This is an optimization exercise on Yosys and OpenROAD, whose aim is small area, a short achievable clock period and few clock cycles, not a production implementation. No functional check of the RTL was part of any run shown here.

## flow/design.v (module list and top-level ports; edited modules follow where they fit)
// module mac_fa: 4 lines
// module mac_ha: 4 lines
// module approx_mul_33: 1474 lines
// module approx_mac_top: 109 lines
module approx_mac_top (
    input  wire                         clk,
    input  wire                         arst_n,
    input  wire [33:0]                  cmd,     
    input  wire                         cmd_valid,
    output logic                        cmd_ready,
    output logic [151:0]                result,  
    output logic                        result_valid,
    input  wire                         result_ready
);
  // ...
==> flow/run.sh <==
#!/bin/bash
# synth_recipe.tcl (not shown) runs the flow's synth.tcl, then flattens the netlist and writes it again
# the make line also repeats each setting of config.mk as NAME=value (left out here)
make -C /OpenROAD-flow-scripts/flow DESIGN_CONFIG=/design/flow/config.mk WORK_HOME=/design/flow/orfs CLKGATE_MAP_FILE= SYNTH_SCRIPT=/design/flow/synth_recipe.tcl finish
==> flow/config.mk <==
export PLATFORM = sky130hd
export DESIGN_NAME = approx_mac_top
export DESIGN_NICKNAME = approx_mac_top
export VERILOG_FILES = /design/flow/design.v
export SDC_FILE = /design/flow/constraint.sdc
export NUM_CORES = 4
export LEC_CHECK = 0
export CAP_MARGIN = 20
export CORE_MARGIN = 2
export CORE_UTILIZATION = 40
export SETUP_SLACK_MARGIN = 5
export SLEW_MARGIN = 20
export SYNTH_HIERARCHICAL = 1
==> flow/constraint.sdc <==
create_clock -name core_clock -period 9.0 [get_ports {clk}]
set_input_delay 1.8000 -clock core_clock [delete_from_list [all_inputs] [get_ports {clk}]]
set_output_delay 1.8000 -clock core_clock [all_outputs]
set_load 0.01 [all_outputs]
==> reports/qor.csv, run 1 <==
stage,metric,value,unit
timing,worst_slack,4.16,ns
run_status,status,timing/DRC/antenna clean,
layout,num-nonclk-inverters,132,
worst_setup_path,worstPathMaxFanout,8,
clock_network,cts_buffer_depth,3,
routing,dr.pass1.iters,6,
clock_network,cts_tree,built,
global_route,grt_pass1_vias,19000,
clock_network,cts.repair.resized,112,
routing,initialDrtViolationCount,1090,
layout,fillers,5586,
clock_network,cts_root_buf,clkbuf_16,
worst_setup_path,reg2reg_to,max_q[1]$_DFFE_PN0P_,
worst_setup_path,cp-startpoint,es_q[1]$_DFF_P_,
routing,num_vias,18300,
layout,largest_cell_class,multi-input gates,
floorplanning,core,0.0617,mm^2
worst_hold_path,min-delay-start,a_op[1]$_DFFE_PP_,
worst_hold_path,holdPathEnd,b_apx$_DFF_PN0_,
layout,mostFrequentLayoutCells,"275 x fa_1, 206 x nand2_1, 190 x and2_1",
timing,clock_skew,0.0268,ns
synth,synth_cell_types,92,
synth,synth.mux.area_fraction,0.0166,
worst_setup_path,crit_end,max_q[1]$_DFFE_PN0P_,
layout,fin_nets,3129,
==> module approx_mac_top, before the edit <==
module approx_mac_top (
    input  wire                         clk,
    input  wire                         arst_n,
    input  wire [33:0]                  cmd,     
    input  wire                         cmd_valid,
    output logic                        cmd_ready,
    output logic [151:0]                result,  
    output logic                        result_valid,
    input  wire                         result_ready
);
    mac_op_pkg::mac_cmd_t         cmd_s;
    mac_data_pkg::mac_result_t    result_s;
    assign cmd_s  = cmd;
    assign result = result_s;
    logic       a_v;
    logic [1:0] a_op;
    logic       go;
    logic       a_v_nxt;
    logic       rv_nxt;
    logic       b_clr;
    logic       b_apx;
    logic       b_exa;
    assign go      = !result_valid || result_ready;
    assign a_v_nxt = (a_v && !go) || (cmd_valid && cmd_ready);
    assign rv_nxt  = (result_valid && !result_ready) || (a_v && go && a_op == mac_op_pkg::OP_READ);
    always_ff @(posedge clk or negedge arst_n) begin
        if (!arst_n) begin
            a_v          <= 1'b0;
            cmd_ready    <= 1'b1;
            result_valid <= 1'b0;
            b_clr        <= 1'b0;
            b_apx        <= 1'b0;
            b_exa        <= 1'b0;
        end else begin
            a_v          <= a_v_nxt;
            result_valid <= rv_nxt;
            cmd_ready    <= !(a_v_nxt && rv_nxt);
            b_clr        <= a_v && go && a_op == mac_op_pkg::OP_CLEAR;
            b_apx        <= a_v && go && a_op == mac_op_pkg::OP_MAC_APPROX;
            b_exa        <= a_v && go && a_op == mac_op_pkg::OP_MAC_EXACT;
        end
    end
    logic [16-1:0] a_q;
    logic [16-1:0] b_q;
    always_ff @(posedge clk) begin
        if (cmd_ready) begin
            a_op <= cmd_s.op;
            a_q  <= cmd_s.a;
            b_q  <= cmd_s.b;
        end
    end
    logic [39:0] ps;
    logic [39:0] pc;
    logic [20:0] es;
    logic [20:0] ec;
    logic [39:0] ps_q;
    logic [39:0] pc_q;
    logic [20:0] es_q;
    logic [20:0] ec_q;
    approx_mul_33 approx_mul_33_i (
        .x  (a_q),
        .y  (b_q),
        .ex (a_op == mac_op_pkg::OP_MAC_EXACT),
        .ps (ps),
        .pc (pc),
        .es (es),
        .ec (ec)
    );
    always_ff @(posedge clk) begin
        ps_q <= ps;
        pc_q <= pc;
        es_q <= es;
        ec_q <= ec;
    end
    logic signed [40-1:0] acc;
    logic [48-1:0]        err_sum;
    logic [19:0]                  max_q;
    logic [32-1:0]       approx_cnt;
    logic [20:0]                  d_pos;    
    logic [20:0]                  d_neg;    
    logic [19:0]                  abs_err;  
    assign d_pos   = es_q + ec_q;
    assign d_neg   = ~es_q + ~ec_q + 21'd2;
    assign abs_err = d_pos[20] ? d_neg[19:0] : d_pos[19:0];
    always_ff @(posedge clk or negedge arst_n) begin
        if (!arst_n) begin
            acc        <= '0;
            err_sum    <= '0;
            max_q      <= '0;
            approx_cnt <= '0;
        end else if (b_clr) begin
            acc        <= '0;
            err_sum    <= '0;
            max_q      <= '0;
            approx_cnt <= '0;
        end else begin
            if (b_apx || b_exa) acc <= acc + ps_q + pc_q;  
            if (b_apx) begin
                err_sum    <= err_sum + {28'b0, abs_err};
                approx_cnt <= approx_cnt + 1'b1;
                if (abs_err > max_q) max_q <= abs_err;
            end
        end
    end
    assign result_s.acc        = acc;
    assign result_s.err_sum    = err_sum;
    assign result_s.err_max    = {12'b0, max_q};
    assign result_s.approx_cnt = approx_cnt;
endmodule
==> inputs of run 2 (changes only) <==
--- a/flow/design.v
+++ b/flow/design.v
@@ -40,15 +40,66 @@
     assign s  = a ^ b;
     assign co = a & b;
 endmodule
-module approx_mul_33 (
-    input  wire [16-1:0] x,
-    input  wire [16-1:0] y,
-    input  wire                   ex,
-    output logic [39:0]           ps,
-    output logic [39:0]           pc,
-    output logic [20:0]           es,
-    output logic [20:0]           ec
+`default_nettype wire
+`default_nettype none
+module approx_mac_top (
+    input  wire                         clk,
+    input  wire                         arst_n,
+    input  wire [33:0]                  cmd,     
+    input  wire                         cmd_valid,
+    output logic                        cmd_ready,
+    output logic [151:0]                result,  
+    output logic                        result_valid,
+    input  wire                         result_ready
 );
+    mac_op_pkg::mac_cmd_t         cmd_s;
+    mac_data_pkg::mac_result_t    result_s;
+    assign cmd_s  = cmd;
+    assign result = result_s;
+    logic       a_v;
+    logic [1:0] a_op;
+    logic       go;
+    logic       a_v_nxt;
+    logic       rv_nxt;
+    logic       b_clr;
+    logic       b_apx;
+    logic       b_exa;
+    assign go      = !result_valid || result_ready;
+    assign a_v_nxt = (a_v && !go) || (cmd_valid && cmd_ready);
+    assign rv_nxt  = (result_valid && !result_ready) || (a_v && go && a_op == mac_op_pkg::OP_READ);
+    always_ff @(posedge clk or negedge arst_n) begin
+        if (!arst_n) begin
+            a_v          <= 1'b0;
+            cmd_ready    <= 1'b1;
+            result_valid <= 1'b0;
+            b_clr        <= 1'b0;
+            b_apx        <= 1'b0;
+            b_exa        <= 1'b0;
+        end else begin
+            a_v          <= a_v_nxt;
+            result_valid <= rv_nxt;
+            cmd_ready    <= !(a_v_nxt && rv_nxt);
+            b_clr        <= a_v && go && a_op == mac_op_pkg::OP_CLEAR;
+            b_apx        <= a_v && go && a_op == mac_op_pkg::OP_MAC_APPROX;
+            b_exa        <= a_v && go && a_op == mac_op_pkg::OP_MAC_EXACT;
+        end
+    end
+    logic [16-1:0] x;   
+    logic [16-1:0] y;   
+    logic                   ex;  
+    always_ff @(posedge clk) begin
+        if (cmd_ready) begin
+            a_op <= cmd_s.op;
+            x    <= cmd_s.a;
+            y    <= cmd_s.b;
+        end
+    end
+    assign ex = (a_op == mac_op_pkg::OP_MAC_EXACT);
+    logic signed [40-1:0] acc;
+    logic [39:0]                  acc_s;    
+    logic [39:0]                  acc_c;
+    logic [20:0]                  d_s;      
+    logic [20:0]                  d_c;
     logic pt_w1;
     logic pt_w2;
     logic pt_w3;
@@ -668,73 +719,6 @@
     logic pt_w617;
     logic pt_w618;
     logic pt_w619;
-    logic pt_w620;
-    logic pt_w621;
-    logic pt_w622;
-    logic pt_w623;
-    logic pt_w624;
-    logic pt_w625;
-    logic pt_w626;
-    logic pt_w627;
-    logic pt_w628;
-    logic pt_w629;
-    logic pt_w630;
-    logic pt_w631;
-    logic pt_w632;
-    logic pt_w633;
-    logic pt_w634;
-    logic pt_w635;
-    logic pt_w636;
-    logic pt_w637;
-    logic pt_w638;
-    logic pt_w639;
-    logic pt_w640;
-    logic pt_w641;
-    logic pt_w642;
-    logic pt_w643;
-    logic pt_w644;
-    logic pt_w645;
-    logic pt_w646;
-    logic pt_w647;
-    logic pt_w648;
-    logic pt_w649;
-    logic pt_w650;
-    logic pt_w651;
-    logic pt_w652;
-    logic pt_w653;
-    logic pt_w654;
-    logic pt_w655;
-    logic pt_w656;
-    logic pt_w657;
-    logic pt_w658;
-    logic pt_w659;
-    logic pt_w660;
-    logic pt_w661;
-    logic pt_w662;
-    logic pt_w663;
-    logic pt_w664;
-    logic pt_w665;
-    logic pt_w666;
-    logic pt_w667;
-    logic pt_w668;
-    logic pt_w669;
-    logic pt_w670;
-    logic pt_w671;
-    logic pt_w672;
-    logic pt_w673;
-    logic pt_w674;
-    logic pt_w675;
-    logic pt_w676;
-    logic pt_w677;
-    logic pt_w678;
-    logic pt_w679;
-    logic pt_w680;
-    logic pt_w681;
-    logic pt_w682;
-    logic pt_w683;
-    logic pt_w684;
-    logic pt_w685;
-    logic pt_w686;
     logic et_w1;
     logic et_w2;
     logic et_w3;
@@ -912,6 +896,144 @@
     logic et_w175;
     logic et_w176;
     logic et_w177;
+    logic at_w1;
+    logic at_w2;
+    logic at_w3;
+    logic at_w4;
+    logic at_w5;
+    logic at_w6;
+    logic at_w7;
+    logic at_w8;
+    logic at_w9;
+    logic at_w10;
+    logic at_w11;
+    logic at_w12;
+    logic at_w13;
+    logic at_w14;
+    logic at_w15;
+    logic at_w16;
+    logic at_w17;
+    logic at_w18;
+    logic at_w19;
+    logic at_w20;
+    logic at_w21;
+    logic at_w22;
+    logic at_w23;
+    logic at_w24;
+    logic at_w25;
+    logic at_w26;
+    logic at_w27;
+    logic at_w28;
+    logic at_w29;
+    logic at_w30;
+    logic at_w31;
+    logic at_w32;
+    logic at_w33;
+    logic at_w34;
+    logic at_w35;
+    logic at_w36;
+    logic at_w37;
+    logic at_w38;
+    logic at_w39;
+    logic at_w40;
+    logic at_w41;
+    logic at_w42;
+    logic at_w43;
+    logic at_w44;
+    logic at_w45;
+    logic at_w46;
+    logic at_w47;
+    logic at_w48;
+    logic at_w49;
+    logic at_w50;
+    logic at_w51;
+    logic at_w52;
+    logic at_w53;
+    logic at_w54;
+    logic at_w55;
+    logic at_w56;
+    logic at_w57;
+    logic at_w58;
+    logic at_w59;
+    logic at_w60;
+    logic at_w61;
+    logic at_w62;
+    logic at_w63;
+    logic at_w64;
+    logic at_w65;
+    logic at_w66;
+    logic at_w67;
+    logic at_w68;
+    logic at_w69;
+    logic at_w70;
+    logic at_w71;
+    logic at_w72;
+    logic at_w73;
+    logic at_w74;
+    logic at_w75;
+    logic at_w76;
+    logic at_w77;
+    logic at_w78;
+    logic at_w79;
+    logic at_w80;
+    logic at_w81;
+    logic at_w82;
+    logic at_w83;
+    logic at_w84;
+    logic at_w85;
+    logic at_w86;
+    logic at_w87;
+    logic at_w88;
+    logic at_w89;
+    logic at_w90;
+    logic at_w91;
+    logic at_w92;
+    logic at_w93;
+    logic at_w94;
+    logic at_w95;
+    logic at_w96;
+    logic at_w97;
+    logic at_w98;
+    logic at_w99;
+    logic at_w100;
+    logic at_w101;
+    logic at_w102;
+    logic at_w103;
+    logic at_w104;
+    logic at_w105;
+    logic at_w106;
+    logic at_w107;
+    logic at_w108;
+    logic at_w109;
+    logic at_w110;
+    logic at_w111;
+    logic at_w112;
+    logic at_w113;
+    logic at_w114;
+    logic at_w115;
+    logic at_w116;
+    logic at_w117;
+    logic at_w118;
+    logic at_w119;
+    logic at_w120;
+    logic at_w121;
+    logic at_w122;
+    logic at_w123;
+    logic at_w124;
+    logic at_w125;
+    logic at_w126;
+    logic at_w127;
+    logic at_w128;
+    logic at_w129;
+    logic at_w130;
+    logic at_w131;
+    logic at_w132;
+    logic at_w133;
+    logic at_w134;
+    logic at_w135;
+    logic at_w136;
+    logic [88:0] pr_q;
+    logic [37:0] er_q;
     assign pt_w3 = (x[6] & y[8]);
     assign pt_w4 = (x[7] & y[7]);
     assign pt_w5 = (x[8] & y[6]);
@@ -1343,44 +1465,6 @@
     mac_fa pt_fa616 (.a(pt_w550), .b(pt_w554), .c(pt_w557), .s(pt_w615), .co(pt_w616));
     assign pt_w619 = ~(x[14] & y[15]);
     mac_ha pt_ha619 (.a(pt_w558), .b(pt_w619), .s(pt_w617), .co(pt_w618));
-    assign pt_w622 = ((x[0] & y[2]) & ex);
-    assign pt_w623 = ((x[1] & y[1]) & ex);
-    mac_ha pt_ha623 (.a(pt_w622), .b(pt_w623), .s(pt_w620), .co(pt_w621));
-    assign pt_w626 = ((x[2] & y[1]) & ex);
-    assign pt_w627 = ((x[3] & y[0]) & ex);
-    mac_fa pt_fa627 (.a(pt_w561), .b(pt_w626), .c(pt_w627), .s(pt_w624), .co(pt_w625));
-    assign pt_w630 = ((x[4] & y[0]) & ex);
-    mac_fa pt_fa630 (.a(pt_w562), .b(pt_w565), .c(pt_w630), .s(pt_w628), .co(pt_w629));
-    assign pt_w633 = ((x[5] & y[0]) & ex);
-    mac_fa pt_fa633 (.a(pt_w566), .b(pt_w569), .c(pt_w633), .s(pt_w631), .co(pt_w632));
-    mac_fa pt_fa635 (.a(pt_w570), .b(pt_w571), .c(pt_w452), .s(pt_w634), .co(pt_w635));
-    mac_fa pt_fa637 (.a(pt_w572), .b(pt_w573), .c(pt_w460), .s(pt_w636), .co(pt_w637));
-    mac_fa pt_fa639 (.a(pt_w574), .b(pt_w575), .c(pt_w467), .s(pt_w638), .co(pt_w639));
-    mac_fa pt_fa641 (.a(pt_w576), .b(pt_w577), .c(pt_w474), .s(pt_w640), .co(pt_w641));
-    mac_fa pt_fa643 (.a(pt_w578), .b(pt_w579), .c(pt_w479), .s(pt_w642), .co(pt_w643));
-    mac_fa pt_fa645 (.a(pt_w580), .b(pt_w581), .c(pt_w483), .s(pt_w644), .co(pt_w645));
-    mac_fa pt_fa647 (.a(pt_w582), .b(pt_w583), .c(pt_w487), .s(pt_w646), .co(pt_w647));
-    mac_fa pt_fa649 (.a(pt_w584), .b(pt_w585), .c(pt_w491), .s(pt_w648), .co(pt_w649));
-    mac_fa pt_fa651 (.a(pt_w586), .b(pt_w587), .c(pt_w495), .s(pt_w650), .co(pt_w651));
-    mac_fa pt_fa653 (.a(pt_w588), .b(pt_w589), .c(pt_w499), .s(pt_w652), .co(pt_w653));
-    mac_fa pt_fa655 (.a(pt_w590), .b(pt_w591), .c(pt_w503), .s(pt_w654), .co(pt_w655));
-    mac_fa pt_fa657 (.a(pt_w592), .b(pt_w593), .c(pt_w507), .s(pt_w656), .co(pt_w657));
-    mac_fa pt_fa659 (.a(pt_w594), .b(pt_w595), .c(pt_w511), .s(pt_w658), .co(pt_w659));
-    mac_fa pt_fa661 (.a(pt_w596), .b(pt_w597), .c(pt_w515), .s(pt_w660), .co(pt_w661));
-    mac_fa pt_fa663 (.a(pt_w598), .b(pt_w599), .c(pt_w519), .s(pt_w662), .co(pt_w663));
-    mac_fa pt_fa665 (.a(pt_w600), .b(pt_w601), .c(pt_w523), .s(pt_w664), .co(pt_w665));
-    mac_fa pt_fa667 (.a(pt_w602), .b(pt_w603), .c(pt_w527), .s(pt_w666), .co(pt_w667));
-    mac_fa pt_fa669 (.a(pt_w604), .b(pt_w605), .c(pt_w531), .s(pt_w668), .co(pt_w669));
-    mac_fa pt_fa671 (.a(pt_w606), .b(pt_w607), .c(pt_w535), .s(pt_w670), .co(pt_w671));
-    mac_fa pt_fa673 (.a(pt_w608), .b(pt_w609), .c(pt_w539), .s(pt_w672), .co(pt_w673));
-    mac_fa pt_fa675 (.a(pt_w610), .b(pt_w611), .c(pt_w544), .s(pt_w674), .co(pt_w675));
-    mac_fa pt_fa677 (.a(pt_w612), .b(pt_w613), .c(pt_w553), .s(pt_w676), .co(pt_w677));
-    assign pt_w680 = ~(x[15] & y[13]);
-    mac_fa pt_fa680 (.a(pt_w614), .b(pt_w615), .c(pt_w680), .s(pt_w678), .co(pt_w679));
-    assign pt_w683 = ~(x[15] & y[14]);
-    mac_fa pt_fa683 (.a(pt_w616), .b(pt_w617), .c(pt_w683), .s(pt_w681), .co(pt_w682));
-    assign pt_w686 = (x[15] & y[15]);
-    mac_ha pt_ha686 (.a(pt_w618), .b(pt_w686), .s(pt_w684), .co(pt_w685));
     assign et_w1 = ~~(x[0] & y[6]);
     assign et_w2 = ~(x[0] & y[6]);
     assign et_w3 = ~(~(x[0] & y[10]) ^ ~(x[1] & y[9]));
@@ -1509,97 +1593,231 @@
     mac_fa et_fa175 (.a(et_w125), .b(et_w126), .c(et_w175), .s(et_w173), .co(et_w174));
     assign et_w176 = ~(et_w127 ^ ((x[4] & y[13]) ^ (x[5] & y[12])));
     assign et_w177 = et_w127 | ((x[4] & y[13]) ^ (x[5] & y[12]));
-    assign ps = {1'b1, 1'b1, 1'b1, 1'b1, 1'b1, 1'b1, 1'b1, 1'b1, pt_w685, pt_w682, pt_w679, pt_w677, pt_w675, pt_w673, pt_w671, pt_w669, pt_w667, pt_w665, pt_w663, pt_w661, pt_w659, pt_w657, pt_w655, pt_w653, pt_w651, pt_w649, pt_w647, pt_w645, pt_w643, pt_w641, pt_w639, pt_w637, pt_w635, pt_w632, pt_w629, pt_w625, pt_w621, pt_w620, ((x[0] & y[1]) & ex), ((x[0] & y[0]) & ex)};
-    assign pc = {1'b0, 1'b0, 1'b0, 1'b0, 1'b0, 1'b0, 1'b0, 1'b0, 1'b1, pt_w684, pt_w681, pt_w678, pt_w676, pt_w674, pt_w672, pt_w670, pt_w668, pt_w666, pt_w664, pt_w662, pt_w660, pt_w658, pt_w656, pt_w654, pt_w652, pt_w650, pt_w648, pt_w646, pt_w644, pt_w642, pt_w640, pt_w638, pt_w636, pt_w634, pt_w631, pt_w628, pt_w624, ((x[2] & y[0]) & ex), ((x[1] & y[0]) & ex), 1'b0};
-    assign es = {1'b1, et_w177, et_w174, et_w171, et_w169, et_w166, et_w163, et_w161, et_w159, et_w156, et_w153, et_w150, et_w147, et_w145, et_w142, et_w139, et_w136, et_w132, et_w130, et_w129, 1'b1};
-    assign ec = {1'b0, 1'b0, et_w176, et_w173, et_w170, et_w168, et_w165, et_w162, et_w160, et_w158, et_w155, et_w152, et_w149, et_w146, et_w144, et_w141, et_w138, et_w135, et_w131, ~(x[1] & y[0]), ~(x[0] & y[0])};
-endmodule
-`default_nettype wire
-`default_nettype none
-module approx_mac_top (
-    input  wire                         clk,
-    input  wire                         arst_n,
-    input  wire [33:0]                  cmd,     
-    input  wire                         cmd_valid,
-    output logic                        cmd_ready,
-    output logic [151:0]                result,  
-    output logic                        result_valid,
-    input  wire                         result_ready
-);
-    mac_op_pkg::mac_cmd_t         cmd_s;
-    mac_data_pkg::mac_result_t    result_s;
-    assign cmd_s  = cmd;
-    assign result = result_s;
-    logic       a_v;
-    logic [1:0] a_op;
-    logic       go;
-    logic       a_v_nxt;
-    logic       rv_nxt;
-    logic       b_clr;
-    logic       b_apx;
-    logic       b_exa;
-    assign go      = !result_valid || result_ready;
-    assign a_v_nxt = (a_v && !go) || (cmd_valid && cmd_ready);
-    assign rv_nxt  = (result_valid && !result_ready) || (a_v && go && a_op == mac_op_pkg::OP_READ);
-    always_ff @(posedge clk or negedge arst_n) begin
-        if (!arst_n) begin
-            a_v          <= 1'b0;
-            cmd_ready    <= 1'b1;
-            result_valid <= 1'b0;
-            b_clr        <= 1'b0;
-            b_apx        <= 1'b0;
-            b_exa        <= 1'b0;
-        end else begin
-            a_v          <= a_v_nxt;
-            result_valid <= rv_nxt;
-            cmd_ready    <= !(a_v_nxt && rv_nxt);
-            b_clr        <= a_v && go && a_op == mac_op_pkg::OP_CLEAR;
-            b_apx        <= a_v && go && a_op == mac_op_pkg::OP_MAC_APPROX;
-            b_exa        <= a_v && go && a_op == mac_op_pkg::OP_MAC_EXACT;
-        end
-    end
-    logic [16-1:0] a_q;
-    logic [16-1:0] b_q;
     always_ff @(posedge clk) begin
-        if (cmd_ready) begin
-            a_op <= cmd_s.op;
-            a_q  <= cmd_s.a;
-            b_q  <= cmd_s.b;
-        end
+        pr_q[0] <= ((x[0] & y[0]) & ex);
+        pr_q[1] <= ((x[0] & y[1]) & ex);
+        pr_q[2] <= ((x[1] & y[0]) & ex);
+        pr_q[3] <= ((x[0] & y[2]) & ex);
+        pr_q[4] <= ((x[1] & y[1]) & ex);
+        pr_q[5] <= ((x[2] & y[0]) & ex);
+        pr_q[6] <= pt_w561;
+        pr_q[7] <= ((x[2] & y[1]) & ex);
+        pr_q[8] <= ((x[3] & y[0]) & ex);
+        pr_q[9] <= pt_w562;
+        pr_q[10] <= pt_w565;
+        pr_q[11] <= ((x[4] & y[0]) & ex);
+        pr_q[12] <= pt_w566;
+        pr_q[13] <= pt_w569;
+        pr_q[14] <= ((x[5] & y[0]) & ex);
+        pr_q[15] <= pt_w570;
+        pr_q[16] <= pt_w571;
+        pr_q[17] <= pt_w452;
+        pr_q[18] <= pt_w572;
+        pr_q[19] <= pt_w573;
+        pr_q[20] <= pt_w460;
+        pr_q[21] <= pt_w574;
+        pr_q[22] <= pt_w575;
+        pr_q[23] <= pt_w467;
+        pr_q[24] <= pt_w576;
+        pr_q[25] <= pt_w577;
+        pr_q[26] <= pt_w474;
+        pr_q[27] <= pt_w578;
+        pr_q[28] <= pt_w579;
+        pr_q[29] <= pt_w479;
+        pr_q[30] <= pt_w580;
+        pr_q[31] <= pt_w581;
+        pr_q[32] <= pt_w483;
+        pr_q[33] <= pt_w582;
+        pr_q[34] <= pt_w583;
+        pr_q[35] <= pt_w487;
+        pr_q[36] <= pt_w584;
+        pr_q[37] <= pt_w585;
+        pr_q[38] <= pt_w491;
+        pr_q[39] <= pt_w586;
+        pr_q[40] <= pt_w587;
+        pr_q[41] <= pt_w495;
+        pr_q[42] <= pt_w588;
+        pr_q[43] <= pt_w589;
+        pr_q[44] <= pt_w499;
+        pr_q[45] <= pt_w590;
+        pr_q[46] <= pt_w591;
+        pr_q[47] <= pt_w503;
+        pr_q[48] <= pt_w592;
+        pr_q[49] <= pt_w593;
+        pr_q[50] <= pt_w507;
+        pr_q[51] <= pt_w594;
+        pr_q[52] <= pt_w595;
+        pr_q[53] <= pt_w511;
+        pr_q[54] <= pt_w596;
+        pr_q[55] <= pt_w597;
+        pr_q[56] <= pt_w515;
+        pr_q[57] <= pt_w598;
+        pr_q[58] <= pt_w599;
+        pr_q[59] <= pt_w519;
+        pr_q[60] <= pt_w600;
+        pr_q[61] <= pt_w601;
+        pr_q[62] <= pt_w523;
+        pr_q[63] <= pt_w602;
+        pr_q[64] <= pt_w603;
+        pr_q[65] <= pt_w527;
+        pr_q[66] <= pt_w604;
+        pr_q[67] <= pt_w605;
+        pr_q[68] <= pt_w531;
+        pr_q[69] <= pt_w606;
+        pr_q[70] <= pt_w607;
+        pr_q[71] <= pt_w535;
+        pr_q[72] <= pt_w608;
+        pr_q[73] <= pt_w609;
+        pr_q[74] <= pt_w539;
+        pr_q[75] <= pt_w610;
+        pr_q[76] <= pt_w611;
+        pr_q[77] <= pt_w544;
+        pr_q[78] <= pt_w612;
+        pr_q[79] <= pt_w613;
+        pr_q[80] <= pt_w553;
+        pr_q[81] <= pt_w614;
+        pr_q[82] <= pt_w615;
+        pr_q[83] <= ~(x[15] & y[13]);
+        pr_q[84] <= pt_w616;
+        pr_q[85] <= pt_w617;
+        pr_q[86] <= ~(x[15] & y[14]);
+        pr_q[87] <= pt_w618;
+        pr_q[88] <= (x[15] & y[15]);
+        er_q[0] <= ~(x[0] & y[0]);
+        er_q[1] <= et_w129;
+        er_q[2] <= ~(x[1] & y[0]);
+        er_q[3] <= et_w130;
+        er_q[4] <= et_w131;
+        er_q[5] <= et_w132;
+        er_q[6] <= et_w135;
+        er_q[7] <= et_w136;
+        er_q[8] <= et_w138;
+        er_q[9] <= et_w139;
+        er_q[10] <= et_w141;
+        er_q[11] <= et_w142;
+        er_q[12] <= et_w144;
+        er_q[13] <= et_w145;
+        er_q[14] <= et_w146;
+        er_q[15] <= et_w147;
+        er_q[16] <= et_w149;
+        er_q[17] <= et_w150;
+        er_q[18] <= et_w152;
+        er_q[19] <= et_w153;
+        er_q[20] <= et_w155;
+        er_q[21] <= et_w156;
+        er_q[22] <= et_w158;
+        er_q[23] <= et_w159;
+        er_q[24] <= et_w160;
+        er_q[25] <= et_w161;
+        er_q[26] <= et_w162;
+        er_q[27] <= et_w163;
+        er_q[28] <= et_w165;
+        er_q[29] <= et_w166;
+        er_q[30] <= et_w168;
+        er_q[31] <= et_w169;
+        er_q[32] <= et_w170;
+        er_q[33] <= et_w171;
+        er_q[34] <= et_w173;
+        er_q[35] <= et_w174;
+        er_q[36] <= et_w176;
+        er_q[37] <= et_w177;
     end
-    logic [39:0] ps;
-    logic [39:0] pc;
-    logic [20:0] es;
-    logic [20:0] ec;
-    logic [39:0] ps_q;
-    logic [39:0] pc_q;
-    logic [20:0] es_q;
-    logic [20:0] ec_q;
-    approx_mul_33 approx_mul_33_i (
-        .x  (a_q),
-        .y  (b_q),
-        .ex (a_op == mac_op_pkg::OP_MAC_EXACT),
-        .ps (ps),
-        .pc (pc),
-        .es (es),
-        .ec (ec)
-    );
-    always_ff @(posedge clk) begin
-        ps_q <= ps;
-        pc_q <= pc;
-        es_q <= es;
-        ec_q <= ec;
-    end
-    logic signed [40-1:0] acc;
-    logic [48-1:0]        err_sum;
-    logic [19:0]                  max_q;
-    logic [32-1:0]       approx_cnt;
-    logic [20:0]                  d_pos;    
-    logic [20:0]                  d_neg;    
-    logic [19:0]                  abs_err;  
-    assign d_pos   = es_q + ec_q;
-    assign d_neg   = ~es_q + ~ec_q + 21'd2;
-    assign abs_err = d_pos[20] ? d_neg[19:0] : d_pos[19:0];
+    mac_ha at_ha2 (.a(acc[2]), .b(pr_q[3]), .s(at_w1), .co(at_w2));
+    mac_fa at_fa4 (.a(acc[3]), .b(pr_q[6]), .c(pr_q[7]), .s(at_w3), .co(at_w4));
+    mac_fa at_fa6 (.a(acc[4]), .b(pr_q[9]), .c(pr_q[10]), .s(at_w5), .co(at_w6));
+    mac_fa at_fa8 (.a(acc[5]), .b(pr_q[12]), .c(pr_q[13]), .s(at_w7), .co(at_w8));
+    mac_fa at_fa10 (.a(acc[6]), .b(pr_q[15]), .c(pr_q[16]), .s(at_w9), .co(at_w10));
+    mac_fa at_fa12 (.a(acc[7]), .b(pr_q[18]), .c(pr_q[19]), .s(at_w11), .co(at_w12));
+    mac_fa at_fa14 (.a(acc[8]), .b(pr_q[21]), .c(pr_q[22]), .s(at_w13), .co(at_w14));
+    mac_fa at_fa16 (.a(acc[9]), .b(pr_q[24]), .c(pr_q[25]), .s(at_w15), .co(at_w16));
+    mac_fa at_fa18 (.a(acc[10]), .b(pr_q[27]), .c(pr_q[28]), .s(at_w17), .co(at_w18));
+    mac_fa at_fa20 (.a(acc[11]), .b(pr_q[30]), .c(pr_q[31]), .s(at_w19), .co(at_w20));
+    mac_fa at_fa22 (.a(acc[12]), .b(pr_q[33]), .c(pr_q[34]), .s(at_w21), .co(at_w22));
+    mac_fa at_fa24 (.a(acc[13]), .b(pr_q[36]), .c(pr_q[37]), .s(at_w23), .co(at_w24));
+    mac_fa at_fa26 (.a(acc[14]), .b(pr_q[39]), .c(pr_q[40]), .s(at_w25), .co(at_w26));
+    mac_fa at_fa28 (.a(acc[15]), .b(pr_q[42]), .c(pr_q[43]), .s(at_w27), .co(at_w28));
+    mac_fa at_fa30 (.a(acc[16]), .b(pr_q[45]), .c(pr_q[46]), .s(at_w29), .co(at_w30));
+    mac_fa at_fa32 (.a(acc[17]), .b(pr_q[48]), .c(pr_q[49]), .s(at_w31), .co(at_w32));
+    mac_fa at_fa34 (.a(acc[18]), .b(pr_q[51]), .c(pr_q[52]), .s(at_w33), .co(at_w34));
+    mac_fa at_fa36 (.a(acc[19]), .b(pr_q[54]), .c(pr_q[55]), .s(at_w35), .co(at_w36));
+    mac_fa at_fa38 (.a(acc[20]), .b(pr_q[57]), .c(pr_q[58]), .s(at_w37), .co(at_w38));
+    mac_fa at_fa40 (.a(acc[21]), .b(pr_q[60]), .c(pr_q[61]), .s(at_w39), .co(at_w40));
+    mac_fa at_fa42 (.a(acc[22]), .b(pr_q[63]), .c(pr_q[64]), .s(at_w41), .co(at_w42));
+    mac_fa at_fa44 (.a(acc[23]), .b(pr_q[66]), .c(pr_q[67]), .s(at_w43), .co(at_w44));
+    mac_fa at_fa46 (.a(acc[24]), .b(pr_q[69]), .c(pr_q[70]), .s(at_w45), .co(at_w46));
+    mac_fa at_fa48 (.a(acc[25]), .b(pr_q[72]), .c(pr_q[73]), .s(at_w47), .co(at_w48));
+    mac_fa at_fa50 (.a(acc[26]), .b(pr_q[75]), .c(pr_q[76]), .s(at_w49), .co(at_w50));
+    mac_fa at_fa52 (.a(acc[27]), .b(pr_q[78]), .c(pr_q[79]), .s(at_w51), .co(at_w52));
+    mac_fa at_fa54 (.a(acc[28]), .b(pr_q[81]), .c(pr_q[82]), .s(at_w53), .co(at_w54));
+    mac_fa at_fa56 (.a(acc[29]), .b(pr_q[84]), .c(pr_q[85]), .s(at_w55), .co(at_w56));
+    mac_ha at_ha58 (.a(acc[30]), .b(pr_q[87]), .s(at_w57), .co(at_w58));
+    mac_ha at_ha60 (.a(acc[1]), .b(pr_q[1]), .s(at_w59), .co(at_w60));
+    mac_fa at_fa62 (.a(at_w1), .b(pr_q[4]), .c(pr_q[5]), .s(at_w61), .co(at_w62));
+    mac_fa at_fa64 (.a(at_w2), .b(at_w3), .c(pr_q[8]), .s(at_w63), .co(at_w64));
+    mac_fa at_fa66 (.a(at_w4), .b(at_w5), .c(pr_q[11]), .s(at_w65), .co(at_w66));
+    mac_fa at_fa68 (.a(at_w6), .b(at_w7), .c(pr_q[14]), .s(at_w67), .co(at_w68));
+    mac_fa at_fa70 (.a(at_w8), .b(at_w9), .c(pr_q[17]), .s(at_w69), .co(at_w70));
+    mac_fa at_fa72 (.a(at_w10), .b(at_w11), .c(pr_q[20]), .s(at_w71), .co(at_w72));
+    mac_fa at_fa74 (.a(at_w12), .b(at_w13), .c(pr_q[23]), .s(at_w73), .co(at_w74));
+    mac_fa at_fa76 (.a(at_w14), .b(at_w15), .c(pr_q[26]), .s(at_w75), .co(at_w76));
+    mac_fa at_fa78 (.a(at_w16), .b(at_w17), .c(pr_q[29]), .s(at_w77), .co(at_w78));
+    mac_fa at_fa80 (.a(at_w18), .b(at_w19), .c(pr_q[32]), .s(at_w79), .co(at_w80));
+    mac_fa at_fa82 (.a(at_w20), .b(at_w21), .c(pr_q[35]), .s(at_w81), .co(at_w82));
+    mac_fa at_fa84 (.a(at_w22), .b(at_w23), .c(pr_q[38]), .s(at_w83), .co(at_w84));
+    mac_fa at_fa86 (.a(at_w24), .b(at_w25), .c(pr_q[41]), .s(at_w85), .co(at_w86));
+    mac_fa at_fa88 (.a(at_w26), .b(at_w27), .c(pr_q[44]), .s(at_w87), .co(at_w88));
+    mac_fa at_fa90 (.a(at_w28), .b(at_w29), .c(pr_q[47]), .s(at_w89), .co(at_w90));
+    mac_fa at_fa92 (.a(at_w30), .b(at_w31), .c(pr_q[50]), .s(at_w91), .co(at_w92));
+    mac_fa at_fa94 (.a(at_w32), .b(at_w33), .c(pr_q[53]), .s(at_w93), .co(at_w94));
+    mac_fa at_fa96 (.a(at_w34), .b(at_w35), .c(pr_q[56]), .s(at_w95), .co(at_w96));
+    mac_fa at_fa98 (.a(at_w36), .b(at_w37), .c(pr_q[59]), .s(at_w97), .co(at_w98));
+    mac_fa at_fa100 (.a(at_w38), .b(at_w39), .c(pr_q[62]), .s(at_w99), .co(at_w100));
+    mac_fa at_fa102 (.a(at_w40), .b(at_w41), .c(pr_q[65]), .s(at_w101), .co(at_w102));
+    mac_fa at_fa104 (.a(at_w42), .b(at_w43), .c(pr_q[68]), .s(at_w103), .co(at_w104));
+    mac_fa at_fa106 (.a(at_w44), .b(at_w45), .c(pr_q[71]), .s(at_w105), .co(at_w106));
+    mac_fa at_fa108 (.a(at_w46), .b(at_w47), .c(pr_q[74]), .s(at_w107), .co(at_w108));
+    mac_fa at_fa110 (.a(at_w48), .b(at_w49), .c(pr_q[77]), .s(at_w109), .co(at_w110));
+    mac_fa at_fa112 (.a(at_w50), .b(at_w51), .c(pr_q[80]), .s(at_w111), .co(at_w112));
+    mac_fa at_fa114 (.a(at_w52), .b(at_w53), .c(pr_q[83]), .s(at_w113), .co(at_w114));
+    mac_fa at_fa116 (.a(at_w54), .b(at_w55), .c(pr_q[86]), .s(at_w115), .co(at_w116));
+    mac_fa at_fa118 (.a(at_w56), .b(at_w57), .c(pr_q[88]), .s(at_w117), .co(at_w118));
+    assign at_w119 = ~(at_w58 ^ acc[31]);
+    assign at_w120 = at_w58 | acc[31];
+    assign at_w121 = ~acc[32];
+    assign at_w122 = acc[32];
+    assign at_w123 = ~acc[33];
+    assign at_w124 = acc[33];
+    assign at_w125 = ~acc[34];
+    assign at_w126 = acc[34];
+    assign at_w127 = ~acc[35];
+    assign at_w128 = acc[35];
+    assign at_w129 = ~acc[36];
+    assign at_w130 = acc[36];
+    assign at_w131 = ~acc[37];
+    assign at_w132 = acc[37];
+    assign at_w133 = ~acc[38];
+    assign at_w134 = acc[38];
+    assign at_w135 = ~acc[39];
+    assign at_w136 = acc[39];
+    assign acc_s = {at_w134, at_w132, at_w130, at_w128, at_w126, at_w124, at_w122, at_w120, at_w118, at_w116, at_w114, at_w112, at_w110, at_w108, at_w106, at_w104, at_w102, at_w100, at_w98, at_w96, at_w94, at_w92, at_w90, at_w88, at_w86, at_w84, at_w82, at_w80, at_w78, at_w76, at_w74, at_w72, at_w70, at_w68, at_w66, at_w64, at_w62, at_w60, at_w59, acc[0]};
+    assign acc_c = {at_w135, at_w133, at_w131, at_w129, at_w127, at_w125, at_w123, at_w121, at_w119, at_w117, at_w115, at_w113, at_w111, at_w109, at_w107, at_w105, at_w103, at_w101, at_w99, at_w97, at_w95, at_w93, at_w91, at_w89, at_w87, at_w85, at_w83, at_w81, at_w79, at_w77, at_w75, at_w73, at_w71, at_w69, at_w67, at_w65, at_w63, at_w61, pr_q[2], pr_q[0]};
+    assign d_s = {1'b1, er_q[37], er_q[35], er_q[33], er_q[31], er_q[29], er_q[27], er_q[25], er_q[23], er_q[21], er_q[19], er_q[17], er_q[15], er_q[13], er_q[11], er_q[9], er_q[7], er_q[5], er_q[3], er_q[1], 1'b1};
+    assign d_c = {1'b0, 1'b0, er_q[36], er_q[34], er_q[32], er_q[30], er_q[28], er_q[26], er_q[24], er_q[22], er_q[20], er_q[18], er_q[16], er_q[14], er_q[12], er_q[10], er_q[8], er_q[6], er_q[4], er_q[2], er_q[0]};
+    logic [48-1:0]  err_sum;
+    logic [19:0]            max_q;
+    logic [32-1:0] approx_cnt;
+    logic [20:0]            d;        
+    logic                   neg;
+    logic [19:0]            d_inv;    
+    logic [19:0]            abs_err;  
+    logic [48:0]            sum_nxt;
+    logic [21:0]            cmp;      
+    assign d       = d_s + d_c;
+    assign neg     = d[20];
+    assign d_inv   = d[19:0] ^ {20{neg}};
+    assign abs_err = d_inv + {19'b0, neg};
+    assign sum_nxt = {err_sum, 1'b1} + {28'b0, d_inv, neg};
+    assign cmp     = {1'b0, d_inv, 1'b1} + {1'b0, ~max_q, neg};
     always_ff @(posedge clk or negedge arst_n) begin
         if (!arst_n) begin
             acc        <= '0;
@@ -1612,11 +1830,11 @@
             max_q      <= '0;
             approx_cnt <= '0;
         end else begin
-            if (b_apx || b_exa) acc <= acc + ps_q + pc_q;  
+            if (b_apx || b_exa) acc <= acc_s + acc_c;  
             if (b_apx) begin
-                err_sum    <= err_sum + {28'b0, abs_err};
+                err_sum    <= sum_nxt[48:1];
                 approx_cnt <= approx_cnt + 1'b1;
-                if (abs_err > max_q) max_q <= abs_err;
+                if (cmp[21]) max_q <= abs_err;
             end
         end
     end
==> run 2 against run 1 <==
  * Via count is 5.8% lower
  * Die area is 8.4% lower
  * Highest routed layer is now met4
  * Sequential share of layout area is 0.95 points higher
  * Critical path type unchanged
  * Global-route usage is 1.7 points higher
  * Worst hold slack better by 0.035 ns
==> reports/qor.csv, run 2 <==
stage,metric,value,unit,change
routing,drc,0,,
routing,initialDrtViolationCount,970,,-11%
synth,synth.top_cell.area_share,0.233,,
timing,fmax,0.226,GHz,
floorplanning,core,0.0565,mm^2,-8.5%
clock_network,cts_tree,built,,
worst_setup_path,crit_required,9.42,ns,
placed_design,portBuffers,179,,
synth,async_reset_ff_frac,0.476,,
routing,vias_per_cell,5.36,,
global_route,grt-ovfl-total,0,,
placed_design,dp_slack,3.78,ns,
placed_design,place_hpwl,43400,um,
worst_hold_path,min-delay-start,max_q[13]$_DFFE_PN0P_,,
timing,tightest_slew,1.07,ns,
worst_hold_path,min_path_type,reg2reg,,
worst_setup_path,reg2reg_slack,4.58,ns,
layout,final_cell_area,0.0295,mm^2,
timing,worst_slack,4.58,ns,+0.428 ns
clock_network,clkSinkCount,307,,
timing,whs,0.521,ns,
placed_design,place_area,0.0255,mm^2,
synth,synth_most_common_cell,fa_1,,
synth,ys_top_cells_by_count,"266 x fa_1, 178 x nand2_1, 175 x and2_1, 159 x nor2_1, 153 x ha_1",,
global_route,grt_max_degree,78,,
timing,finalSetupViolations,0,,
routing,num_vias,17200,,-5.8%
layout,final_cells,3211,,
worst_setup_path,critical_path_class,reg2reg,,
layout,mostFrequentLayoutCells,"257 x fa_1, 178 x clkdlybuf4s50_1, 174 x and2_1",,
timing,clock_skew,0.0184,ns,-0.00838 ns
run_status,status,timing/DRC/antenna clean,,
timing,period_needed,4.42,ns,
layout,top_regs,"pr_q: 89 flops, err_sum: 48 flops, acc: 40 flops",,
clock_network,clk_latency,0.57,ns,
worst_setup_path,r2r_start,er_q[28]$_DFF_P_,,
placed_design,placed_cells,3031,,
floorplanning,die_y,243,um,
floorplanning,io_pins,192,,
worst_setup_path,reg2reg_to,err_sum[40]$_DFFE_PN0P_,,
worst_setup_path,worstPathMaxFanout,6,,-2
synth,yosysWarnings,7,,
layout,largest_reg_flops,89,,
timing,finalCritPeriodShare,0.491,,
synth,synth.avg_cell_area,10.5,um^2,
synth,yosys.area.top_type,fa_1,,
clock_network,htree_levels,2,,
floorplanning,die_w,243,um,
worst_setup_path,critical_path_arrival,4.84,ns,
worst_setup_path,r2r_cells,20,,
worst_setup_path,start_kind,flip-flop,,
timing,slew_viol_final,0,,
routing,wire_per_inst,19.9,um,
global_route,grt_use_total,0.217,,
worst_hold_path,hold_path_depth,2,,
synth,syn_area,0.0229,mm^2,
layout,fin_nets,2881,,-7.9%
clock_network,cts_buffer_depth,3,,unchanged
global_route,antenna_found_initial,0,,
floorplanning,start_util,0.405,,
timing,slew_headroom,0.285,,
clock_network,cts_root_buf,clkbuf_16,,
timing,tns,0,ns,
layout,drive_gt1_frac,0.175,,
global_route,grt_pass1_vias,18400,,-2.7%
synth,synth-seq-area-share,0.315,,
flow_run,cap_violations,0,,
placed_design,gp_congestion,0.916,,
synth,synth_cell_types,74,,-20%
layout,regMostFlops,pr_q,,
routing,dr.pass1.iters,5,,-1
clock_network,cts_buffers,39,,
synth,synth_area_leaders,"fa_1 23%, dfrtp_1 16%, dfxtp_1 11%",,
floorplanning,rows,87,,
worst_setup_path,endpoint_kind,flip-flop,,
synth,ys_ff_latch,307,,
timing,rsz0062_at_grt,true,,
synth,synth_edf_count,34,,
floorplanning,dieArea,0.0591,mm^2,
global_route,grt_pass1_wl,102000,um,
layout,synthToLayoutAreaGrowth,29.0,%,
timing,hold_violations,0,,
layout,final_common_cell,fa_1,,
routing,ant_nets,0,,
synth,synth_cells,2176,,
clock_network,cts.clk_slew.worst_paths,0.06,ns,
worst_hold_path,holdPathEnd,max_q[13]$_DFFE_PN0P_,,
routing,drt-total-wl,63800,um,
synth,synth-main-ff-cell,dfrtp_1,,
layout,antennaDiodeCount,0,,
## run 2: changes by cell type after synthesis, sizes merged, moves of 14 or more
cell / delta
a21oi: -14
a22o: +34
and2: -15
buf: -125
ha: -33
inv: -28
mux2i: -21
nand2: -34
nand4: +15
nor2: +18
o21ai: -43
xnor2: +25
## run 2: cell families (layout without fill, tap and decap cells)
group                      count (synthesis)  count (layout)  synth area share
adders and majority gates                419             419             0.316
other                                      1              12          0.000164
buffers and inverters                    214             482            0.0392
and+or+nand+nor                          731             731             0.162
DFF                                      307             307             0.315
AOI/OAI and AO/OA                        337             337             0.102
muxes                                     17              17           0.00744
xor gates and xnor gates                 150             150            0.0574
## run 2: timing repair
action	in CTS	in global routing
endpoints found under the setup margin	85	72
gates resized for setup	196	114
buffers inserted	70	32
hold buffers	0	0
gates cloned	5	1
pin swaps	89	93
## run 2: worst max-delay path, stage by stage, from the launching register on
cell and delay (ns):
dfxtp_1 0.32, ha_4 0.29, nand4_1 0.13, or4b_1 0.54
a211o_1 0.24, and3_4 0.22, buf_12 0.16, a21oi_4 0.14
xor2_2 0.19, inv_2 0.09, ha_4 0.27, nand4_1 0.11
or2_4 0.28, a2111oi_4 0.34, o41ai_4 0.14, buf_4 0.17
nor4_4 0.12, buf_4 0.19, nand4_1 0.11, xor2_1 0.17
nor2_1 0.05
## run 2: worst max path at each step
| stage | startpoint | endpoint | slack [ns] | depth (start not counted) |
|---|---|---|---|---|
| floorplan | er_q[20]$_DFF_P_ | err_sum[34]$_DFFE_PN0P_ | 4.44 | 24 |
| global placement | er_q[3]$_DFF_P_ | err_sum[40]$_DFFE_PN0P_ | 3.91 | 18 |
| detailed placement | er_q[3]$_DFF_P_ | err_sum[40]$_DFFE_PN0P_ | 3.78 | 18 |
| CTS | er_q[33]$_DFF_P_ | err_sum[40]$_DFFE_PN0P_ | 4.63 | 20 |
| global route | er_q[25]$_DFF_P_ | err_sum[43]$_DFFE_PN0P_ | 4.34 | 19 |
| finish | er_q[28]$_DFF_P_ | err_sum[40]$_DFFE_PN0P_ | 4.58 | 20 |
## run 2: per-layer routing
metal / up-vias / global-route usage / wire [um]
met3: 157 / 0.0364 / 3260
met4: 0 / 0.0834 / 2490
met1: 8683 / 0.278 / 27200
met5: - / 0 / 0
li1: 7844 / - / -
met2: 516 / 0.366 / 30900
## run 2: Yosys stat by module, one instance, submodules excluded
module / times used / cell area, um^2 / cells
approx_mac_top: 1 / 17200 / 1880
mac_fa: 264 / 20.0 / 1
mac_ha: 32 / 12.5 / 1
## run 2: final cells by class
cell class | count | area, um^2
Fill cell | 4865 | 27000
Multi-Input combinational cell | 1666 | 16600
Sequential cell | 307 | 7240
Timing Repair Buffer | 306 | 3030
Clock buffer | 58 | 1130
Tap cell | 756 | 946
Inverter | 104 | 390
Clock inverter | 14 | 145
## run 2: stage by stage
step	utilization
finish	0.522
global route	0.522
CTS	0.506
detailed placement	0.451
global placement	0.451
floorplan	-

==> separate check: timing with driven ports <==
The results above use ideal ports. As a check the final layouts listed here were re-extracted and re-timed, cells and wires unchanged.
Step 1 (the two cells are an assumption about what drives the block):
set clk [get_ports {clk}]
set_driving_cell -lib_cell sky130_fd_sc_hd__clkbuf_16 $clk
set_driving_cell -lib_cell sky130_fd_sc_hd__buf_2 [delete_from_list [all_inputs] $clk]
Step 2 times the ports against the registers' clock, not the clock port: input delays grow and output delays shrink by t, the midpoint of the rising clock arrivals with the driver on.
Slacks: ideal ports / drivers / drivers and shift; pairs: ideal ports / drivers.
run	t, ns	slack for setup (ns)	hold WS [ns]	clock arrival spread, ns	worst slew at a driven data input, ns
run 1	0.615	4.155 / 4.155 / 4.155	0.486 / 0.486 / 0.486	0.027 / 0.027	0.10
run 2	0.619	4.584 / 4.584 / 4.584	0.521 / 0.521 / 0.521	0.019 / 0.018	0.04
After both steps setup and hold are still met in every run listed.
